This is an optimization exercise on Yosys and OpenROAD, whose aim is small area, a short achievable clock period and few clock cycles, not a production implementation. Where RTL was checked, it was by simulation tests only, not by an equivalence proof against the original. Power is estimated from default activity; no workload was simulated.

==> tundra <==
==> flow/design.v <==
package pfs_pkg;
  localparam int unsigned SAMPLE_W = 32;
  localparam int unsigned PCM16_W  = 16;
  localparam int unsigned MONO_W   = 32;
  localparam int unsigned LVL_W    = 33;
  localparam int unsigned APB_AW = 3;
  localparam int unsigned APB_DW = 32;
  localparam int unsigned FMT_W  = 3;
  localparam logic REG_FORMAT = 1'b0;
  localparam logic REG_STEREO = 1'b1;
  localparam logic [FMT_W-1:0] FMT_FLOAT32 = 3'd0;
  localparam logic [FMT_W-1:0] FMT_PCM8    = 3'd1;
  localparam logic [FMT_W-1:0] FMT_PCM16   = 3'd2;
  localparam logic [FMT_W-1:0] FMT_PCM24   = 3'd3;
  localparam logic [FMT_W-1:0] FMT_PCM32   = 3'd4;
  localparam logic signed [LVL_W-1:0] LVL_ONE     = {2'b01, 31'b0};
  localparam logic signed [LVL_W-1:0] LVL_NEG_ONE = {2'b11, 31'b0};
  typedef logic signed [LVL_W-1:0] level_t;
endpackage
module pfs_lane (
  input  logic [pfs_pkg::SAMPLE_W-1:0] word_i,
  input  logic [pfs_pkg::FMT_W-1:0]    fmt_i,
  input  logic                         zero_i,
  output logic [32:0]                  x_o,
  output logic                         s_o
);
  logic [7:0]  ex;
  logic        nan, big, inr, is_flt, is_pcm;
  logic [31:0] fmag, pl;
  logic [1:0]  bsh;
  logic [32:0] y;
  always_comb begin
    ex   = word_i[30:23];
    nan  = (&ex) && (|word_i[22:0]);
    big  = ex[7] || (&ex[6:0]);
    inr  = (ex[7:5] == 3'b011);
    fmag = {1'b1, word_i[22:0], 8'b0} >> (~ex[4:0]);
    bsh  = {fmt_i[1] ^ fmt_i[0], fmt_i[0]};
    pl   = word_i << {bsh, 3'b000};
    pl[31] = pl[31] ^ (fmt_i == pfs_pkg::FMT_PCM8);
    is_flt = !zero_i && (fmt_i == pfs_pkg::FMT_FLOAT32);
    is_pcm = !zero_i && (fmt_i == pfs_pkg::FMT_PCM8  || fmt_i == pfs_pkg::FMT_PCM16 ||
                         fmt_i == pfs_pkg::FMT_PCM24 || fmt_i == pfs_pkg::FMT_PCM32);
    s_o  = is_flt && word_i[31] && !nan;
    if (is_flt)      y = {1'b0, big && !nan, (inr && !big) ? fmag[30:0] : 31'b0};
    else if (is_pcm) y = {pl[31], pl};
    else             y = '0;
    x_o = y ^ {33{s_o}};
  end
endmodule
module pfs_s16_step (
  input  logic [32:0] y_i,
  input  logic        s_i,
  output logic [2:0]  k_o
);
  logic [15:0] a, b, cs;
  logic        c, dec, x0, k2, k1, km;
  always_comb begin
    a   = y_i[31:16];
    b   = y_i[15:0];
    cs  = {1'b0, b[15:1]} + {1'b0, ~a[14:0]} + {15'b0, (b[0] & !b[15])};
    c   = cs[15];
    dec = a[15] || (!c && (a != 16'd0));
    k2  = s_i ? dec  : (y_i[32] & c);
    k1  = s_i ? !dec : (y_i[32] & !c);
    km  = !s_i & !y_i[32] & dec;
    x0  = a[0] ^ s_i;
    k_o = {k1 | km, k2 | (k1 & x0), km & !x0};
  end
endmodule
module pfs_s16 (
  input  logic [15:0]                        x_i,
  input  logic [2:0]                         k_i,
  output logic signed [pfs_pkg::PCM16_W-1:0] pcm16_o
);
  logic [15:0] pu, pd, flip;
  always_comb begin
    pu[1] = 1'b1;
    pd[1] = 1'b1;
    for (int i = 2; i < 16; i++) begin
      pu[i] = pu[i-1] & x_i[i-1];
      pd[i] = pd[i-1] & !x_i[i-1];
    end
    flip[0] = k_i[2];
    for (int i = 1; i < 16; i++) flip[i] = (pu[i] & k_i[1]) | (pd[i] & k_i[0]);
    pcm16_o = x_i ^ flip;
  end
endmodule
module pfs_add #(parameter int N = 33) (
  input  logic [N-1:0] a_i,
  input  logic [N-1:0] b_i,
  input  logic         cin_i,
  output logic [N-1:0] sum_o,
  output logic         gtop_o    
);
  logic [N-1:0] p, g, gp, pp;
  always_comb begin
    p  = a_i ^ b_i;
    g  = a_i & b_i;
    gp = g;
    pp = p;
    for (int l = 0; (1 << l) < N; l++)
      for (int i = (2 << l) - 1; i < N; i += (2 << l)) begin
        gp[i] = gp[i] | (pp[i] & gp[i - (1 << l)]);
        pp[i] = pp[i] & pp[i - (1 << l)];
      end
    for (int l = 5; l >= 0; l--)
      if ((1 << l) < N)
        for (int i = (3 << l) - 1; i < N; i += (2 << l)) begin
          gp[i] = gp[i] | (pp[i] & gp[i - (1 << l)]);
          pp[i] = pp[i] & pp[i - (1 << l)];
        end
    sum_o[0] = p[0] ^ cin_i;
    for (int i = 1; i < N; i++) sum_o[i] = p[i] ^ (gp[i-1] | (pp[i-1] & cin_i));
    gtop_o = gp[N-2];
  end
endmodule
module pfs_merge (
  input  logic [32:0]                        xl_i,
  input  logic                               sl_i,
  input  logic [32:0]                        xr_i,
  input  logic                               sr_i,
  output logic signed [pfs_pkg::MONO_W-1:0]  mono_o
);
  logic [33:0] xl, xr, sv, cv;
  logic [32:0] q;
  logic        gtop, neg, cin, sat;
  always_comb begin
    xl = {xl_i[32], xl_i};
    xr = {xr_i[32], xr_i};
    sv = xl ^ xr ^ {33'b0, sl_i};
    cv = {(xl[32:0] & xr[32:0]) | {32'b0, (xl[0] ^ xr[0]) & sl_i}, sr_i};
  end
  pfs_add #(33) u_add (.a_i(sv[33:1]), .b_i(cv[33:1]), .cin_i(cin), .sum_o(q), .gtop_o(gtop));
  always_comb begin
    neg = sv[33] ^ cv[33] ^ gtop;
    cin = (sv[0] & cv[0]) | ((sv[0] ^ cv[0]) & neg);
    sat = !xl_i[32] && xl_i[31] && !sl_i && !xr_i[32] && xr_i[31] && !sr_i;
    mono_o = sat ? 32'h7FFF_FFFF : q[31:0];
  end
endmodule
module pcm_frame_to_s16_stereo_mono (
  input  logic                              clk_i,
  input  logic                              rst_ni,
  input  logic                              in_valid,
  output logic                              in_ready,
  input  logic [pfs_pkg::SAMPLE_W-1:0]      in_left_sample,
  input  logic [pfs_pkg::SAMPLE_W-1:0]      in_right_sample,
  input  logic                              in_silent,
  input  logic                              in_end_of_packet,
  output logic                              out_valid,
  input  logic                              out_ready,
  output logic signed [pfs_pkg::PCM16_W-1:0] out_left_pcm16,
  output logic signed [pfs_pkg::PCM16_W-1:0] out_right_pcm16,
  output logic signed [pfs_pkg::MONO_W-1:0]  out_mono_level,
  output logic                              out_last_of_packet,
  input  logic                              psel,
  input  logic                              penable,
  input  logic                              pwrite,
  input  logic [pfs_pkg::APB_AW-1:0]        paddr,
  input  logic [pfs_pkg::APB_DW-1:0]        pwdata,
  output logic [pfs_pkg::APB_DW-1:0]        prdata,
  output logic                              pready
);
  logic [pfs_pkg::FMT_W-1:0] fmt_q;
  logic             stereo_q;
  logic             v1_q, v2_q, rdy1, rdy2;
  logic [pfs_pkg::SAMPLE_W-1:0] right_word;
  logic [32:0]      xl, xr, xl_q, xr_q;
  logic             sl, sr, sl_q, sr_q;
  logic [2:0]       kl, kr;
  logic             last1_q, last2_q;
  logic signed [pfs_pkg::PCM16_W-1:0] l16_d, r16_d, l16_q, r16_q;
  logic signed [pfs_pkg::MONO_W-1:0]  mono_d, mono_q;
  assign pready = 1'b1;
  always_ff @(posedge clk_i or negedge rst_ni) begin
    if (!rst_ni) begin
      fmt_q    <= pfs_pkg::FMT_FLOAT32;
      stereo_q <= 1'b1;
    end else if (psel && penable && pwrite) begin
      if (paddr[2]) stereo_q <= pwdata[0];
      else          fmt_q    <= pwdata[pfs_pkg::FMT_W-1:0];
    end
  end
  assign prdata = paddr[2] ? {{(pfs_pkg::APB_DW-1){1'b0}}, stereo_q}
                           : {{(pfs_pkg::APB_DW-pfs_pkg::FMT_W){1'b0}}, fmt_q};
  assign right_word = stereo_q ? in_right_sample : in_left_sample;
  pfs_lane u_lane_l (.word_i(in_left_sample), .fmt_i(fmt_q), .zero_i(in_silent), .x_o(xl), .s_o(sl));
  pfs_lane u_lane_r (.word_i(right_word),     .fmt_i(fmt_q), .zero_i(in_silent), .x_o(xr), .s_o(sr));
  assign rdy2     = !v2_q || out_ready;
  assign rdy1     = !v1_q || rdy2;
  assign in_ready = rdy1;
  always_ff @(posedge clk_i or negedge rst_ni) begin
    if (!rst_ni) begin
      v1_q <= 1'b0;
      v2_q <= 1'b0;
    end else begin
      if (rdy1) v1_q <= in_valid;
      if (rdy2) v2_q <= v1_q;
    end
  end
  always_ff @(posedge clk_i) begin
    if (rdy1) begin
      xl_q    <= xl;
      sl_q    <= sl;
      xr_q    <= xr;
      sr_q    <= sr;
      last1_q <= in_end_of_packet;
    end
  end
  pfs_s16_step u_step_l (.y_i(xl_q ^ {33{sl_q}}), .s_i(sl_q), .k_o(kl));
  pfs_s16_step u_step_r (.y_i(xr_q ^ {33{sr_q}}), .s_i(sr_q), .k_o(kr));
  pfs_s16 u_s16_l (.x_i(xl_q[31:16]), .k_i(kl), .pcm16_o(l16_d));
  pfs_s16 u_s16_r (.x_i(xr_q[31:16]), .k_i(kr), .pcm16_o(r16_d));
  pfs_merge u_merge (
    .xl_i  (xl_q),
    .sl_i  (sl_q),
    .xr_i  (xr_q),
    .sr_i  (sr_q),
    .mono_o(mono_d)
  );
  always_ff @(posedge clk_i) begin
    if (rdy2) begin
      l16_q   <= l16_d;
      r16_q   <= r16_d;
      mono_q  <= mono_d;
      last2_q <= last1_q;
    end
  end
  assign out_valid          = v2_q;
  assign out_left_pcm16     = l16_q;
  assign out_right_pcm16    = r16_q;
  assign out_mono_level     = mono_q;
  assign out_last_of_packet = last2_q;
endmodule
==> flow/flow/run.sh <==
#!/bin/bash
set -euo pipefail
export BUFFER_PORTS_ARGS="-buffer_cell sky130_fd_sc_hd__buf_2"
bash standard.sh > standard.log 2>&1
==> flow/standard.sh <==
#!/bin/bash
# synth_recipe.tcl (not shown) runs the flow's synth.tcl, then flattens the netlist and writes it again
# the make line also repeats each setting of config.mk as NAME=value (left out here)
make -C /OpenROAD-flow-scripts/flow DESIGN_CONFIG=/design/flow/config.mk WORK_HOME=/design/flow/orfs CLKGATE_MAP_FILE= SYNTH_SCRIPT=/design/flow/synth_recipe.tcl "${@:-finish}"
==> flow/config.mk <==
export PLATFORM = sky130hd
export DESIGN_NAME = pcm_frame_to_s16_stereo_mono
export DESIGN_NICKNAME = pcm_frame_to_s16_stereo_mono
export VERILOG_FILES = /design/flow/design.v
export SDC_FILE = /design/flow/constraint.sdc
export NUM_CORES = 4
export LEC_CHECK = 0
export CAP_MARGIN = 20
export CORE_MARGIN = 2
export CORE_UTILIZATION = 40
export PLACE_DENSITY = 0.6
export SLEW_MARGIN = 20
==> flow/constraint.sdc <==
create_clock -name core_clock -period 6.5 [get_ports {clk_i}]
set_input_delay 1.3000 -clock core_clock [delete_from_list [all_inputs] [get_ports {clk_i}]]
set_output_delay 1.3000 -clock core_clock [all_outputs]
set_load 0.01 [all_outputs]
==> inputs of maple, as changes to tundra <==
--- a/flow/design.v
+++ b/flow/design.v
@@ -43,3 +43,3 @@
                          fmt_i == pfs_pkg::FMT_PCM24 || fmt_i == pfs_pkg::FMT_PCM32);
-    s_o  = is_flt && word_i[31] && !nan;
+    s_o  = (fmt_i == pfs_pkg::FMT_FLOAT32) && word_i[31];
     if (is_flt)      y = {1'b0, big && !nan, (inr && !big) ? fmag[30:0] : 31'b0};
@@ -51,3 +51,3 @@
 module pfs_s16_step (
-  input  logic [32:0] y_i,
+  input  logic [32:0] x_i,
   input  logic        s_i,
@@ -55,14 +55,18 @@
 );
-  logic [15:0] a, b, cs;
-  logic        c, dec, x0, k2, k1, km;
-  always_comb begin
-    a   = y_i[31:16];
-    b   = y_i[15:0];
-    cs  = {1'b0, b[15:1]} + {1'b0, ~a[14:0]} + {15'b0, (b[0] & !b[15])};
-    c   = cs[15];
-    dec = a[15] || (!c && (a != 16'd0));
-    k2  = s_i ? dec  : (y_i[32] & c);
-    k1  = s_i ? !dec : (y_i[32] & !c);
-    km  = !s_i & !y_i[32] & dec;
-    x0  = a[0] ^ s_i;
+  logic [14:0] u, v;
+  logic        gt, lt, eq, c, anz, a15, dec, k2, k1, km, x0;
+  always_comb begin
+    u   = x_i[15:1];
+    v   = x_i[30:16];
+    gt  = u > v;
+    lt  = u < v;
+    eq  = !gt && !lt;
+    c   = s_i ? (lt || (eq && !x_i[0] && x_i[15])) : (gt || (eq && x_i[0] && !x_i[15]));
+    anz = s_i ? (x_i[31:16] != 16'hFFFF) : (x_i[31:16] != 16'h0000);
+    a15 = x_i[31] ^ s_i;
+    dec = a15 || (!c && anz);
+    k2  = s_i ? dec  : (x_i[32] & c);
+    k1  = s_i ? !dec : (x_i[32] & !c);
+    km  = !s_i & !x_i[32] & dec;
+    x0  = x_i[16];
     k_o = {k1 | km, k2 | (k1 & x0), km & !x0};
@@ -210,4 +214,4 @@
   end
-  pfs_s16_step u_step_l (.y_i(xl_q ^ {33{sl_q}}), .s_i(sl_q), .k_o(kl));
-  pfs_s16_step u_step_r (.y_i(xr_q ^ {33{sr_q}}), .s_i(sr_q), .k_o(kr));
+  pfs_s16_step u_step_l (.x_i(xl_q), .s_i(sl_q), .k_o(kl));
+  pfs_s16_step u_step_r (.x_i(xr_q), .s_i(sr_q), .k_o(kr));
   pfs_s16 u_s16_l (.x_i(xl_q[31:16]), .k_i(kl), .pcm16_o(l16_d));
==> flow/flow/run.sh (replaced) <==
#!/bin/bash
set -euo pipefail
export BUFFER_PORTS_ARGS="-buffer_cell sky130_fd_sc_hd__buf_1"
export RECOVER_POWER=100
bash standard.sh > standard.log 2>&1
CORE_UTILIZATION = 50   (was 40)
CTS_BUF_LIST = sky130_fd_sc_hd__clkbuf_8   (was not set)
CTS_CLUSTER_SIZE = 30   (was not set)
PLACE_DENSITY = 0.65   (was 0.6)
SETUP_SLACK_MARGIN = 2.75   (was not set)
==> reports/metrics.yaml <==
status: "no timing/DRC/antenna violations"
clkPwrFrac_pct: 17.7
r2r-end: "xr_q[6]"
syn_area_mm2: 0.0144
relSlewSlack_pct: 29.5
dp_cells: 2192
rows: 69
synth_area_leaders: "edfxtp_1, mux2i_1, ha_1"
cpPeakStageDelay_ns: 1.00
worst-r2r-setup-slack_ns: 1.84
seq_share_pct: 26.4
vias: 13400
synth_compound_gate_area_share_pct: 20.8
cts_root_buffer: "clkbuf_16"
the above is filed under tundra

==> reports/metrics.yaml <==
clkPwrFrac_pct: 13.0
cpPeakStageDelay_ns: 1.29
r2r-end: "xr_q[20]"
cts_root_buffer: "clkbuf_8"
dp_cells: 1904
top_layer_used: "met4"
synth_area_leaders: "edfxtp_1, ha_1, mux2i_1"
pwr-share-comb_pct: 55.2
synth_compound_gate_area_share_pct: 19.2
cap_violations: 2
relSlewSlack_pct: -127
failed_checks: "capacitance limit, slew limit"
maxSlewViolCount: 103
fin_crit_sh_pct: 62.1
status: "finished with violations"
grt-ovfl-total: 0
vias: 12200
seq_share_pct: 28.0
post-cts-setup-buffer-count: 5
worst-r2r-setup-slack_ns: 2.46
the above is filed under maple

Testbench counts of maple, summed over its fixed seeds: cycles 18,402.
For tundra, only the layout was checked, not whether the RTL still works.

[port drivers added, routing unchanged]
The flow's constraints put no driver on any port. The routed layouts listed below were extracted and timed again, unchanged, in two steps.
Step 1: set_driving_cell puts a clkbuf_16 on clk_i and a buf_2 on each other input, an assumption about the parent block.
Step 2 moves the port delays by t, midway between the first and last clock arrival at a register: inputs arrive t later, outputs are due t later. That takes back most of the time a late clock gives input paths.
a / b / c = ideal ports / drivers / drivers and shift; a / b = the first two.
| run | t (ns) | setup slack, ns | hold slack, ns | worst setup path at the end | latest minus earliest clock arrival (ns) |
|---|---|---|---|---|---|
| tundra | 0.488 | 1.837 / 1.837 / 1.548 | 0.421 / 0.421 / 0.421 | input to register | 0.018 / 0.018 |
| maple | 0.490 | 2.463 / 2.463 / 2.049 | 0.440 / 0.440 / 0.440 | input to register | 0.020 / 0.021 |
For maple, which loses most, drivers alone change the setup slack by 0.000 ns; drivers and shift together by -0.414 ns.
